Context: an optimization exercise on an open-source flow, tuned for small area and a short achievable clock period. The choices shown serve that exercise and are no tape-out recipe. No activity file was given, so power comes from the tool's default toggle rates.

Setup of rev 12:
==> module reg_file, before the edit <==
module reg_file (
	input  logic        clk,
	input  logic        rst,
	input  logic [3:0]  rs_oh,
	input  logic [3:0]  rt_oh,
	input  logic        fwd_a,
	input  logic        fwd_b,
	input  logic [15:0] imm,
	input  logic [3:0]  off,
	output logic [15:0] rs_data,
	output logic [15:0] rt_data,
	output logic [3:0]  addr,
	input  logic        we,
	input  logic [1:0]  wr_addr,
	input  logic [15:0] wr_data
);
	logic [15:0] regs [4];
	always_ff @(posedge clk) begin
		for (int i = 0; i < 4; i++) begin
			if (rst || (we && wr_addr == 2'(i))) begin
				regs[i] <= rst ? '0 : wr_data;
			end
		end
	end
	logic [3:0] cand [4];
	logic [3:0] cand_fwd;
	assign cand_fwd = wr_data[3:0] + off;
	always_comb begin
		addr = {4{fwd_a}} & cand_fwd;
		for (int i = 0; i < 4; i++) begin
			cand[i] = regs[i][3:0] + off;
			addr = addr | ({4{rs_oh[i]}} & cand[i]);
		end
	end
	always_comb begin
		rs_data = {16{fwd_a}} & wr_data;
		rt_data = ({16{fwd_b}} & wr_data) | imm;
		for (int i = 0; i < 4; i++) begin
			rs_data = rs_data | ({16{rs_oh[i]}} & regs[i]);
			rt_data = rt_data | ({16{rt_oh[i]}} & regs[i]);
		end
	end
endmodule
==> module execute_stage, before the edit <==
module execute_stage (
	input  logic                     clk,
	input  logic                     rst,
	input  cpu_pkg::ctrl_t           ex_ctrl,
	input  logic              [1:0]  ex_dest,
	input  logic              [7:0]  ex_imm8,
	input  logic              [15:0] a,
	input  logic              [15:0] b,
	input  logic              [3:0]  mem_addr,
	output logic              [15:0] imm,
	output logic                     ex_wr,
	output logic                     wb_valid,
	output logic              [1:0]  wb_reg,
	output logic              [15:0] wb_data,
	output logic                     out_valid,
	output logic              [15:0] out_data,
	output logic                     halted
);
	logic        halted_q;
	logic        wb_valid_q;
	logic        out_valid_q;
	logic [1:0]  wb_reg_q;
	logic [15:0] wb_data_q;
	logic        live;
	logic [15:0] bx;
	logic [16:0] sum_c;
	logic [15:0] sum;
	logic [15:0] mem_rdata;
	logic [15:0] result;
	logic [15:0] dmem [16];
	assign live = !halted_q;
	assign imm[7:0] = ex_ctrl.imm_lo ? ex_imm8 : 8'd0;
	assign imm[15:8] = ex_ctrl.imm_hi ? ex_imm8 : {8{ex_ctrl.imm_sx && ex_imm8[7]}};
	assign bx = ex_ctrl.inv ? ~b : b;
	assign sum_c = {a, 1'b1} + {bx, ex_ctrl.inv};
	assign sum = sum_c[16:1];
	assign mem_rdata = dmem[mem_addr];
	assign result = ({16{ex_ctrl.s_sum}} & sum) |
		({16{ex_ctrl.s_or}} & (a | bx)) |
		({16{ex_ctrl.s_and}} & (a & b)) |
		({16{ex_ctrl.s_shr}} & {a[15], a[15:1]}) |
		({16{ex_ctrl.s_mem}} & mem_rdata);
	assign ex_wr = live && ex_ctrl.wr;
	always_ff @(posedge clk) begin
		for (int i = 0; i < 16; i++) begin
			if (rst || (live && ex_ctrl.sw && mem_addr == 4'(i))) begin
				dmem[i] <= rst ? '0 : b;
			end
		end
	end
	always_ff @(posedge clk) begin
		if (rst) begin
			wb_valid_q <= 1'b0;
			out_valid_q <= 1'b0;
			halted_q <= 1'b0;
		end else begin
			wb_valid_q <= ex_wr;
			out_valid_q <= live && ex_ctrl.wwd;
			halted_q <= halted_q || (live && ex_ctrl.hlt);
		end
	end
	always_ff @(posedge clk) begin
		wb_reg_q <= ex_dest;
		wb_data_q <= result;
	end
	assign wb_valid = wb_valid_q;
	assign wb_reg = wb_reg_q;
	assign wb_data = wb_data_q;
	assign out_valid = out_valid_q;
	assign out_data = wb_data_q;
	assign halted = halted_q;
endmodule
==> module cpu_top, before the edit <==
module cpu_top (
	input  logic                               clk,
	input  logic                               rst,
	input  logic                               inst_valid,
	input  logic [cpu_pkg::word_width-1:0]     inst,
	output logic                               wb_valid,
	output logic [cpu_pkg::reg_addr_width-1:0] wb_reg,
	output logic [cpu_pkg::word_width-1:0]     wb_data,
	output logic                               out_valid,
	output logic [cpu_pkg::word_width-1:0]     out_data,
	output logic                               halted
);
	cpu_pkg::ctrl_t dec_ctrl;
	logic [1:0]  dec_dest;
	cpu_pkg::ctrl_t ex_ctrl;
	logic [3:0]  ex_rs_oh;
	logic [3:0]  ex_rt_oh;
	logic [1:0]  ex_dest;
	logic [7:0]  ex_imm8;
	logic [15:0] a;
	logic [15:0] b;
	logic        ex_wr;
	logic [3:0]  mem_addr;
	logic        dec_fwd_a;
	logic        dec_fwd_b;
	logic        ex_fwd_a;
	logic        ex_fwd_b;
	logic [15:0] imm;
	logic [3:0]  dec_rs_oh;
	logic [3:0]  dec_rt_oh;
	control u_control (
		.inst (inst),
		.ex_wr (ex_wr),
		.ex_dest (ex_dest),
		.fwd_a (dec_fwd_a),
		.fwd_b (dec_fwd_b),
		.ctrl (dec_ctrl),
		.dest (dec_dest),
		.rs_oh (dec_rs_oh),
		.rt_oh (dec_rt_oh)
	);
	id_ex_reg u_id_ex_reg (
		.clk        (clk),
		.rst        (rst),
		.inst_valid (inst_valid),
		.inst       (inst),
		.dec_ctrl   (dec_ctrl),
		.dec_dest   (dec_dest),
		.dec_rs_oh  (dec_rs_oh),
		.dec_rt_oh  (dec_rt_oh),
		.dec_fwd_a  (dec_fwd_a),
		.dec_fwd_b  (dec_fwd_b),
		.ex_fwd_a   (ex_fwd_a),
		.ex_fwd_b   (ex_fwd_b),
		.ex_ctrl    (ex_ctrl),
		.ex_rs_oh   (ex_rs_oh),
		.ex_rt_oh   (ex_rt_oh),
		.ex_dest    (ex_dest),
		.ex_imm8    (ex_imm8)
	);
	reg_file u_reg_file (
		.clk     (clk),
		.rst     (rst),
		.rs_oh   (ex_rs_oh),
		.rt_oh   (ex_rt_oh),
		.imm     (imm),
		.off     (ex_imm8[3:0]),
		.addr    (mem_addr),
		.fwd_a   (ex_fwd_a),
		.fwd_b   (ex_fwd_b),
		.rs_data (a),
		.rt_data (b),
		.we      (wb_valid),
		.wr_addr (wb_reg),
		.wr_data (wb_data)
	);
	execute_stage u_execute_stage (
		.clk       (clk),
		.rst       (rst),
		.ex_ctrl   (ex_ctrl),
		.ex_dest   (ex_dest),
		.ex_imm8   (ex_imm8),
		.a         (a),
		.b         (b),
		.mem_addr  (mem_addr),
		.imm       (imm),
		.ex_wr     (ex_wr),
		.wb_valid  (wb_valid),
		.wb_reg    (wb_reg),
		.wb_data   (wb_data),
		.out_valid (out_valid),
		.out_data  (out_data),
		.halted    (halted)
	);
endmodule
clock: 5.5 ns
lec_check: 0
cap_margin: 20
core_margin: 2
core_utilization: 40
setup_slack_margin: 2.2
slew_margin: 20
standard.sh (not shown) runs the stock make flow with config.mk's settings and CLKGATE_MAP_FILE= SYNTH_SCRIPT=/design/flow/synth_recipe.tcl, a recipe that flattens the netlist after the stock synthesis.
==> flow/flow/run.sh <==
#!/bin/bash
bash standard.sh ADDER_MAP_FILE= finish > standard.log 2>&1
Per the final summary, rev 12 finished and its layout is clean on timing, DRC and antenna.
What rev 13 does differently from rev 12 at the input level:
-- flow/design.v --
<<< rev 12, line 161
	input  logic        fwd_b,
	input  logic [15:0] imm,
	input  logic [3:0]  off,
	output logic [15:0] rs_data,
	output logic [15:0] rt_data,
	output logic [3:0]  addr,
	input  logic        we,
	input  logic [1:0]  wr_addr,
>>> rev 13, line 161
	input  logic        fwd_b,
	input  logic [15:0] imm,
	output logic [15:0] rs_data,
	output logic [15:0] rt_data,
	input  logic        we,
	input  logic [1:0]  wr_addr,
<<< rev 12, line 175
				regs[i] <= rst ? '0 : wr_data;
			end
		end
	end
	logic [3:0] cand [4];
	logic [3:0] cand_fwd;
	assign cand_fwd = wr_data[3:0] + off;
	always_comb begin
		addr = {4{fwd_a}} & cand_fwd;
		for (int i = 0; i < 4; i++) begin
			cand[i] = regs[i][3:0] + off;
			addr = addr | ({4{rs_oh[i]}} & cand[i]);
		end
	end
>>> rev 13, line 173
				regs[i] <= rst ? '0 : wr_data;
			end
		end
	end
<<< rev 12, line 243
	input  logic              [15:0] a,
	input  logic              [15:0] b,
	input  logic              [3:0]  mem_addr,
	output logic              [15:0] imm,
	output logic                     ex_wr,
>>> rev 13, line 231
	input  logic              [15:0] a,
	input  logic              [15:0] b,
	output logic              [15:0] imm,
	output logic                     ex_wr,
<<< rev 12, line 262
	logic [16:0] sum_c;
	logic [15:0] sum;
	logic [15:0] mem_rdata;
	logic [15:0] result;
>>> rev 13, line 249
	logic [16:0] sum_c;
	logic [15:0] sum;
	logic [3:0]  mem_addr;
	logic [15:0] mem_rdata;
	logic [15:0] result;
<<< rev 12, line 271
	assign sum_c = {a, 1'b1} + {bx, ex_ctrl.inv};
	assign sum = sum_c[16:1];
	assign mem_rdata = dmem[mem_addr];
	assign result = ({16{ex_ctrl.s_sum}} & sum) |
>>> rev 13, line 259
	assign sum_c = {a, 1'b1} + {bx, ex_ctrl.inv};
	assign sum = sum_c[16:1];
	assign mem_addr = a[3:0] + ex_imm8[3:0];
	assign mem_rdata = dmem[mem_addr];
	assign result = ({16{ex_ctrl.s_sum}} & sum) |
<<< rev 12, line 331
	logic [15:0] b;
	logic        ex_wr;
	logic [3:0]  mem_addr;
	logic        dec_fwd_a;
	logic        dec_fwd_b;
>>> rev 13, line 320
	logic [15:0] b;
	logic        ex_wr;
	logic        dec_fwd_a;
	logic        dec_fwd_b;
<<< rev 12, line 375
		.rt_oh   (ex_rt_oh),
		.imm     (imm),
		.off     (ex_imm8[3:0]),
		.addr    (mem_addr),
		.fwd_a   (ex_fwd_a),
		.fwd_b   (ex_fwd_b),
>>> rev 13, line 363
		.rt_oh   (ex_rt_oh),
		.imm     (imm),
		.fwd_a   (ex_fwd_a),
		.fwd_b   (ex_fwd_b),
<<< rev 12, line 393
		.a         (a),
		.b         (b),
		.mem_addr  (mem_addr),
		.imm       (imm),
		.ex_wr     (ex_wr),
>>> rev 13, line 379
		.a         (a),
		.b         (b),
		.imm       (imm),
		.ex_wr     (ex_wr),
### Flow results
NOTE count of filler cells inserted in the layout rev 12->rev 13 decreased by a few percent. Rev 13: sequential share of power is 1.7 points higher than what rev 12 reported. Rev 12 → rev 13: slew at the pin with the worst max-slew slack higher, first-pass iteration count of the detailed router increased by 1 relative to the old numbers. Of rev 12 and rev 13, the run reporting the lower number of signal-net inverters in the final layout was rev 13. Rev 13 against rev 12: final design instance area without fill now smaller, core outline area has decreased, power went down, synthesized cell count saw a decrease, non-clock buffer count in the final layout went down 15. Compared with rev 12, in rev 13 total length of routed wires decreased 11%, synthesized net count now smaller. Rev 13: synthesized area about 5% below rev 12. Via count of the first global-routing pass (higher): rev 12.
Function was not checked in any run of this note: the RTL went through the layout flow alone.

-- separate check: timing with driven ports --
In the flow no input, the clock included, has a driving cell. The finished layouts below were timed again as built, in two steps.
Step 1 sets driving cells, clkbuf_16 on the clock port and buf_2 on the other inputs (assumed; they add their load-dependent delay and slew).
Step 2 also shifts input and output timing later by t, the mid clock arrival at the registers, as if the neighbouring blocks saw the same clock.
a / b / c = ideal ports / drivers / drivers and shift; a / b = the first two.
| run | t, ns | setup slack, ns | clock arrival spread, ns | slew at the worst register clock pin (ns) | worst data-port slew with drivers (ns) |
|---|---|---|---|---|---|
| rev 12 | 0.599 | 2.098 / 2.098 / 1.823 | 0.023 / 0.023 | 0.07 / 0.07 | 0.04 |
| rev 13 | 0.599 | 1.685 / 1.685 / 1.685 | 0.026 / 0.027 | 0.07 / 0.07 | 0.04 |
After both steps setup and hold are still met in every run listed. The setup slack of rev 12, which loses most, moves by 0.000 ns with the drivers and by -0.275 ns with both steps.
